Source: an optimization exercise on an open RTL-to-GDS flow (aim: small area). Production flows keep margins and buffers that such runs may drop.
Only simulation tests tie the RTL to the original design; equivalence was not proved.
Power is estimated from default activity; no workload was simulated.

==> flow/design.v <==
package miner_pkg;
    localparam int DEF_NONCE_W  = 32;
    localparam int DEF_HEADER_W = 608;
    localparam int DEF_TARGET_W = 256;
    localparam logic [11:0] PAD_BITS = 12'h800;
    typedef enum logic [1:0] {
        IDLE  = 2'd0,
        RUN   = 2'd1,
        DRAIN = 2'd2
    } state_t;
endpackage
module miner_found_fifo #(
    parameter int WIDTH = 32,
    parameter int DEPTH = 4
) (
    input  logic             clk,
    input  logic             rst_n,
    input  logic             push,
    input  logic [WIDTH-1:0] push_data,
    input  logic             pop,
    output logic [WIDTH-1:0] head_data,
    output logic             full,
    output logic             empty
);
    localparam int AW = $clog2(DEPTH);
    logic [WIDTH-1:0] mem [DEPTH];
    logic [DEPTH-1:0] wr_oh;
    logic [DEPTH-1:0] rd_oh;
    logic [AW:0]      count;
    logic             do_push;
    logic             do_pop;
    assign empty     = (count == '0);
    assign full      = (count == (AW+1)'(DEPTH));
    assign do_pop    = pop && !empty;
    assign do_push   = push && (!full || do_pop);
    always_comb begin
        head_data = '0;
        for (int i = 0; i < DEPTH; i++)
            if (rd_oh[i]) head_data = head_data | mem[i];
    end
    always_ff @(posedge clk) begin
        if (!rst_n) begin
            wr_oh <= DEPTH'(1);
            rd_oh <= DEPTH'(1);
            count <= '0;
        end else begin
            if (do_push) wr_oh <= {wr_oh[DEPTH-2:0], wr_oh[DEPTH-1]};
            if (do_pop)  rd_oh <= {rd_oh[DEPTH-2:0], rd_oh[DEPTH-1]};
            if (do_push && !do_pop)      count <= count + (AW+1)'(1);
            else if (!do_push && do_pop) count <= count - (AW+1)'(1);
        end
    end
    always_ff @(posedge clk) begin
        for (int i = 0; i < DEPTH; i++)
            if (do_push && wr_oh[i]) mem[i] <= push_data;
    end
endmodule
module miner_cmp_gt #(
    parameter int W = 32
) (
    input  logic [W-1:0] a,
    input  logic [W-1:0] b,
    output logic         gt,
    output logic         ge
);
    localparam int NG = (W + 1) / 2;
    localparam int LV = (NG > 1) ? $clog2(NG) : 0;
    localparam int N  = 1 << LV;
    logic [2*N-1:0] ax;
    logic [2*N-1:0] bx;
    logic [N-1:0]   g [LV+1];
    logic [N-1:0]   p [LV+1];
    assign ax = (2*N)'(a);
    assign bx = (2*N)'(b);
    always_comb begin
        for (int i = 0; i < N; i++) begin
            g[0][i] = (ax[2*i+1] & ~bx[2*i+1]) | ((ax[2*i+1] | ~bx[2*i+1]) & ax[2*i] & ~bx[2*i]);
            p[0][i] = (ax[2*i+1] | ~bx[2*i+1]) & (ax[2*i] | ~bx[2*i]);
        end
        for (int l = 1; l <= LV; l++) begin
            for (int i = 0; i < N; i++) begin
                if (i < (N >> l)) begin
                    g[l][i] = g[l-1][2*i+1] | (p[l-1][2*i+1] & g[l-1][2*i]);
                    p[l][i] = p[l-1][2*i+1] & p[l-1][2*i];
                end else begin
                    g[l][i] = 1'b0;
                    p[l][i] = 1'b1;
                end
            end
        end
    end
    assign gt = g[LV][0];
    assign ge = p[LV][0];
endmodule
module miner_nonce_dispatch #(
    parameter int NUM_CORES  = 4,
    parameter int NONCE_W    = miner_pkg::DEF_NONCE_W,
    parameter int HEADER_W   = miner_pkg::DEF_HEADER_W,
    parameter int TARGET_W   = miner_pkg::DEF_TARGET_W,
    parameter int FIFO_DEPTH = 4,
    parameter int PAD_W      = NONCE_W + 12
) (
    input  logic                 clk,
    input  logic                 rst_n,
    input  logic                 job_valid,
    output logic                 job_ready,
    input  logic [HEADER_W-1:0]  job_header,
    input  logic [TARGET_W-1:0]  job_target,
    input  logic [NONCE_W-1:0]   job_nonce_lo,
    input  logic [NONCE_W-1:0]   job_nonce_hi,
    input  logic                 job_stop_first,
    input  logic                 abort,
    output logic [HEADER_W-1:0]  hdr_out,
    input  logic [NUM_CORES-1:0] core_ready,
    output logic [NUM_CORES-1:0] core_issue,
    output logic [NONCE_W-1:0]   core_nonce,
    input  logic                 res_valid,
    input  logic [NONCE_W-1:0]   res_nonce,
    input  logic [TARGET_W-1:0]  res_digest,
    output logic                 found_valid,
    input  logic                 found_ready,
    output logic [NONCE_W-1:0]   found_nonce,
    output logic [PAD_W-1:0]     found_padded,
    output logic                 job_done,
    output logic                 overflow,
    output logic                 busy
);
    localparam int IDX_W = (NUM_CORES > 1) ? $clog2(NUM_CORES) : 1;
    localparam int CNT_W = $clog2(NUM_CORES * 4) + 1;
    miner_pkg::state_t    state;
    miner_pkg::state_t    state_nxt;
    logic [HEADER_W-1:0]  header_q;
    logic [TARGET_W-1:0]  target_q;
    logic [NONCE_W-1:0]   hi_q;
    logic [NONCE_W-1:0]   next_nonce;
    logic [NONCE_W-1:0]   hit_nonce_q;
    logic                 stop_first_q;
    logic                 hit_q;
    logic [IDX_W-1:0]     last_grant;
    logic [IDX_W-1:0]     grant_idx;
    logic [IDX_W-1:0]     cand;
    logic                 grant_any;
    logic                 grant;
    logic                 idle;
    logic                 res_live;
    logic                 miss_now;
    logic                 hit_now;
    logic                 past_hi;
    logic                 at_hi;
    logic                 running;
    logic                 draining;
    logic                 last_issue;
    logic [CNT_W-1:0]     outstanding;
    logic                 fifo_full;
    logic                 fifo_empty;
    logic                 pop;
    always_comb begin
        grant_any = 1'b0;
        grant_idx = last_grant;
        cand      = last_grant;
        for (int i = 1; i <= NUM_CORES; i++) begin
            cand = IDX_W'((int'(last_grant) + i) % NUM_CORES);
            if (!grant_any && core_ready[cand]) begin
                grant_any = 1'b1;
                grant_idx = cand;
            end
        end
    end
    miner_cmp_gt #(.W(TARGET_W)) u_cmp_digest (
        .a  (res_digest),
        .b  (target_q),
        .gt (miss_now),
        .ge ()
    );
    miner_cmp_gt #(.W(NONCE_W)) u_cmp_range (
        .a  (next_nonce),
        .b  (hi_q),
        .gt (past_hi),
        .ge (at_hi)
    );
    assign idle       = (state == miner_pkg::IDLE);
    assign res_live   = res_valid && !idle && !abort;
    assign hit_now    = res_live && !miss_now;
    assign running    = (state == miner_pkg::RUN) && !past_hi;
    assign draining   = (state == miner_pkg::DRAIN) || ((state == miner_pkg::RUN) && past_hi);
    assign grant      = running && !abort && grant_any && !(stop_first_q && hit_now);
    assign last_issue = grant && at_hi;
    assign core_issue = grant ? (NUM_CORES'(1) << grant_idx) : '0;
    assign core_nonce = next_nonce;
    assign hdr_out    = header_q;
    assign job_ready  = idle;
    assign busy       = !idle;
    always_ff @(posedge clk) begin
        if (!rst_n) state <= miner_pkg::IDLE;
        else        state <= state_nxt;
    end
    always_comb begin
        state_nxt = state;
        job_done  = 1'b0;
        if (abort && state != miner_pkg::IDLE) begin
            state_nxt = miner_pkg::IDLE;
        end else begin
            if (draining) begin
                if (outstanding == '0) begin
                    job_done  = 1'b1;
                    state_nxt = miner_pkg::IDLE;
                end
            end else begin
                case (state)
                    miner_pkg::IDLE: if (job_valid) state_nxt = miner_pkg::RUN;
                    miner_pkg::RUN:  if (last_issue || (stop_first_q && hit_now)) state_nxt = miner_pkg::DRAIN;
                    default:         state_nxt = miner_pkg::IDLE;
                endcase
            end
        end
    end
    always_ff @(posedge clk) begin
        if (idle && job_valid) header_q <= job_header;
    end
    always_ff @(posedge clk) begin
        if (idle) begin
            target_q     <= job_target;
            hi_q         <= job_nonce_hi;
            stop_first_q <= job_stop_first;
        end
    end
    always_ff @(posedge clk) begin
        if (idle) begin
            next_nonce <= job_nonce_lo;
            last_grant <= IDX_W'(NUM_CORES - 1);
        end else if (grant) begin
            next_nonce <= next_nonce + NONCE_W'(1);
            last_grant <= grant_idx;
        end
    end
    always_ff @(posedge clk) begin
        hit_nonce_q <= res_nonce;
    end
    always_ff @(posedge clk) begin
        if (!rst_n) hit_q <= 1'b0;
        else        hit_q <= hit_now;
    end
    always_ff @(posedge clk) begin
        if (!rst_n) begin
            outstanding <= '0;
        end else if (abort) begin
            outstanding <= '0;
        end else if (grant && !res_live) begin
            outstanding <= outstanding + CNT_W'(1);
        end else if (!grant && res_live && outstanding != '0) begin
            outstanding <= outstanding - CNT_W'(1);
        end
    end
    assign pop = found_ready && found_valid;
    always_ff @(posedge clk) begin
        if (!rst_n)                              overflow <= 1'b0;
        else if (hit_q && fifo_full && !pop)     overflow <= 1'b1;
    end
    miner_found_fifo #(
        .WIDTH (NONCE_W),
        .DEPTH (FIFO_DEPTH)
    ) u_found_fifo (
        .clk       (clk),
        .rst_n     (rst_n),
        .push      (hit_q),
        .push_data (hit_nonce_q),
        .pop       (pop),
        .head_data (found_nonce),
        .full      (fifo_full),
        .empty     (fifo_empty)
    );
    assign found_valid  = !fifo_empty;
    assign found_padded = PAD_W'({found_nonce, miner_pkg::PAD_BITS});
endmodule
clock: 10.0 ns
lec_check: 0
cap_margin: 20
core_area: 5 5 355 355
die_area: 0 0 360 360
slew_margin: 20
standard.sh (not shown) runs the stock make flow with config.mk's settings and CLKGATE_MAP_FILE= SYNTH_SCRIPT=/design/flow/synth_recipe.tcl, a recipe that flattens the netlist after the stock synthesis.
==> flow/flow/run.sh <==
#!/bin/bash
# The standard layout (bash standard.sh), with these changes:
# - the port buffers are the smallest buffer cell, and after global placement
#   each input port's buffer is moved next to its pin (the pin-to-buffer net
#   then stays short and needs no antenna diodes);
# - pins may sit on every routing track, so a small die holds all ports; the
#   clock pin is fixed mid left edge, clear of the signal pins;
# - global routing keeps a 10% reserve per layer instead of 20%;
# - the clock tree uses clkbuf_8 in clusters of up to 16 sinks, no dummy loads.
set -uo pipefail
export BUFFER_PORTS_ARGS="-buffer_cell sky130_fd_sc_hd__buf_1"
export POST_GLOBAL_PLACE_TCL="$PWD/flow/move_inbuf.tcl"
export PRE_IO_PLACEMENT_TCL="$PWD/flow/io.tcl"
export PLACE_PINS_ARGS="-min_distance 1 -min_distance_in_tracks -exclude left:170-190"
export CTS_ARGS="-sink_clustering_enable -repair_clock_nets -dont_use_dummy_load -buf_list {sky130_fd_sc_hd__clkbuf_8} -sink_clustering_size 16 -sink_clustering_max_diameter 100"
export FASTROUTE_TCL="$PWD/flow/fastroute.tcl"
bash standard.sh > standard.log 2>&1
==> flow/flow/fastroute.tcl <==
# Global routing with a lighter reserve on every layer than the platform's 0.2.
set_global_routing_layer_adjustment $::env(MIN_ROUTING_LAYER)-$::env(MAX_ROUTING_LAYER) 0.1
==> flow/flow/io.tcl <==
# Keep the clock pin clear of the dense signal pins: fixed mid left edge,
# with the stretch around it excluded from place_pins.
place_pin -pin_name clk -layer met3 -location {0 180} -pin_size {0.8 0.3} -force_to_die_boundary
==> flow/flow/move_inbuf.tcl <==
# Move each input port's buffer next to its pin, so the unbuffered net from
# the pin (which has no diffusion to protect the buffer's gate) stays short.
set block [ord::get_db_block]
set core [$block getCoreArea]
set moved 0
foreach bt [$block getBTerms] {
  if {[$bt getIoType] != "INPUT"} { continue }
  set net [$bt getNet]
  if {$net == "NULL"} { continue }
  set its [$net getITerms]
  if {[llength $its] != 1} { continue }
  set inst [[lindex $its 0] getInst]
  if {[$inst isFixed]} { continue }
  set bp [lindex [$bt getBPins] 0]
  set box [$bp getBBox]
  set m [$inst getMaster]
  set x [expr {([$box xMin] + [$box xMax]) / 2 - [$m getWidth] / 2}]
  set y [expr {([$box yMin] + [$box yMax]) / 2 - [$m getHeight] / 2}]
  set x [expr {max([$core xMin], min($x, [$core xMax] - [$m getWidth]))}]
  set y [expr {max([$core yMin], min($y, [$core yMax] - [$m getHeight]))}]
  $inst setLocation $x $y
  incr moved
}
puts "moved $moved input buffers next to their pins"
Edit:
--- a/flow/design.v
+++ b/flow/design.v
@@ -60,8 +60,7 @@
 ) (
     input  logic [W-1:0] a,
     input  logic [W-1:0] b,
-    output logic         gt,
-    output logic         ge
+    output logic         gt
 );
     localparam int NG = (W + 1) / 2;
     localparam int LV = (NG > 1) ? $clog2(NG) : 0;
@@ -90,7 +89,6 @@
         end
     end
     assign gt = g[LV][0];
-    assign ge = p[LV][0];
 endmodule
 module miner_nonce_dispatch #(
     parameter int NUM_CORES  = 4,
@@ -145,10 +143,7 @@
     logic                 res_live;
     logic                 miss_now;
     logic                 hit_now;
-    logic                 past_hi;
-    logic                 at_hi;
-    logic                 running;
-    logic                 draining;
+    logic                 lo_gt_hi;
     logic                 last_issue;
     logic [CNT_W-1:0]     outstanding;
     logic                 fifo_full;
@@ -169,22 +164,18 @@
     miner_cmp_gt #(.W(TARGET_W)) u_cmp_digest (
         .a  (res_digest),
         .b  (target_q),
-        .gt (miss_now),
-        .ge ()
+        .gt (miss_now)
     );
     miner_cmp_gt #(.W(NONCE_W)) u_cmp_range (
-        .a  (next_nonce),
-        .b  (hi_q),
-        .gt (past_hi),
-        .ge (at_hi)
+        .a  (job_nonce_lo),
+        .b  (job_nonce_hi),
+        .gt (lo_gt_hi)
     );
     assign idle       = (state == miner_pkg::IDLE);
     assign res_live   = res_valid && !idle && !abort;
     assign hit_now    = res_live && !miss_now;
-    assign running    = (state == miner_pkg::RUN) && !past_hi;
-    assign draining   = (state == miner_pkg::DRAIN) || ((state == miner_pkg::RUN) && past_hi);
-    assign grant      = running && !abort && grant_any && !(stop_first_q && hit_now);
-    assign last_issue = grant && at_hi;
+    assign grant      = (state == miner_pkg::RUN) && !abort && grant_any && !(stop_first_q && hit_now);
+    assign last_issue = grant && (next_nonce == hi_q);
     assign core_issue = grant ? (NUM_CORES'(1) << grant_idx) : '0;
     assign core_nonce = next_nonce;
     assign hdr_out    = header_q;
@@ -200,18 +191,15 @@
         if (abort && state != miner_pkg::IDLE) begin
             state_nxt = miner_pkg::IDLE;
         end else begin
-            if (draining) begin
-                if (outstanding == '0) begin
-                    job_done  = 1'b1;
-                    state_nxt = miner_pkg::IDLE;
-                end
-            end else begin
-                case (state)
-                    miner_pkg::IDLE: if (job_valid) state_nxt = miner_pkg::RUN;
-                    miner_pkg::RUN:  if (last_issue || (stop_first_q && hit_now)) state_nxt = miner_pkg::DRAIN;
-                    default:         state_nxt = miner_pkg::IDLE;
-                endcase
-            end
+            case (state)
+                miner_pkg::IDLE:  if (job_valid) state_nxt = lo_gt_hi ? miner_pkg::DRAIN : miner_pkg::RUN;
+                miner_pkg::RUN:   if (last_issue || (stop_first_q && hit_now)) state_nxt = miner_pkg::DRAIN;
+                miner_pkg::DRAIN: if (outstanding == '0) begin
+                           job_done  = 1'b1;
+                           state_nxt = miner_pkg::IDLE;
+                       end
+                default: state_nxt = miner_pkg::IDLE;
+            endcase
         end
     end
     always_ff @(posedge clk) begin
Clock-buffer cell count does not change; cell area barely changes; routed wire length came out lower by about 3%; combinational power came out higher by about 40%; setup slack is worse by 0.042 ns; power came out higher by about 12%; sequential cell count does not change; maximum frequency came out lower by about 0.54%.

-- separate check: timing with driven ports --
In the flow no input, the clock included, has a driving cell. The finished layouts below were timed again as built, in two steps.
Step 1 (the two cells are an assumption about what drives the block):
set clk [get_ports {clk}]
set_driving_cell -lib_cell sky130_fd_sc_hd__clkbuf_16 $clk
set_driving_cell -lib_cell sky130_fd_sc_hd__buf_2 [delete_from_list [all_inputs] $clk]
Step 2, shift: input delay + t, output delay - t, t = (earliest + latest rising clock arrival at the registers) / 2. This alone moves slack from input paths to output paths.
a / b / c = ideal ports / drivers / drivers and shift; a / b = the first two.
run	t, ns	setup slack, ns	pins driven straight from the clock port
the first run	0.745	2.322 / 2.274 / 2.274	1
the second run	0.750	2.280 / 2.250 / 2.250	1
After both steps setup and hold are still met in every run listed. For the first run, which loses most, drivers alone change the setup slack by -0.048 ns; drivers and shift together by -0.048 ns.
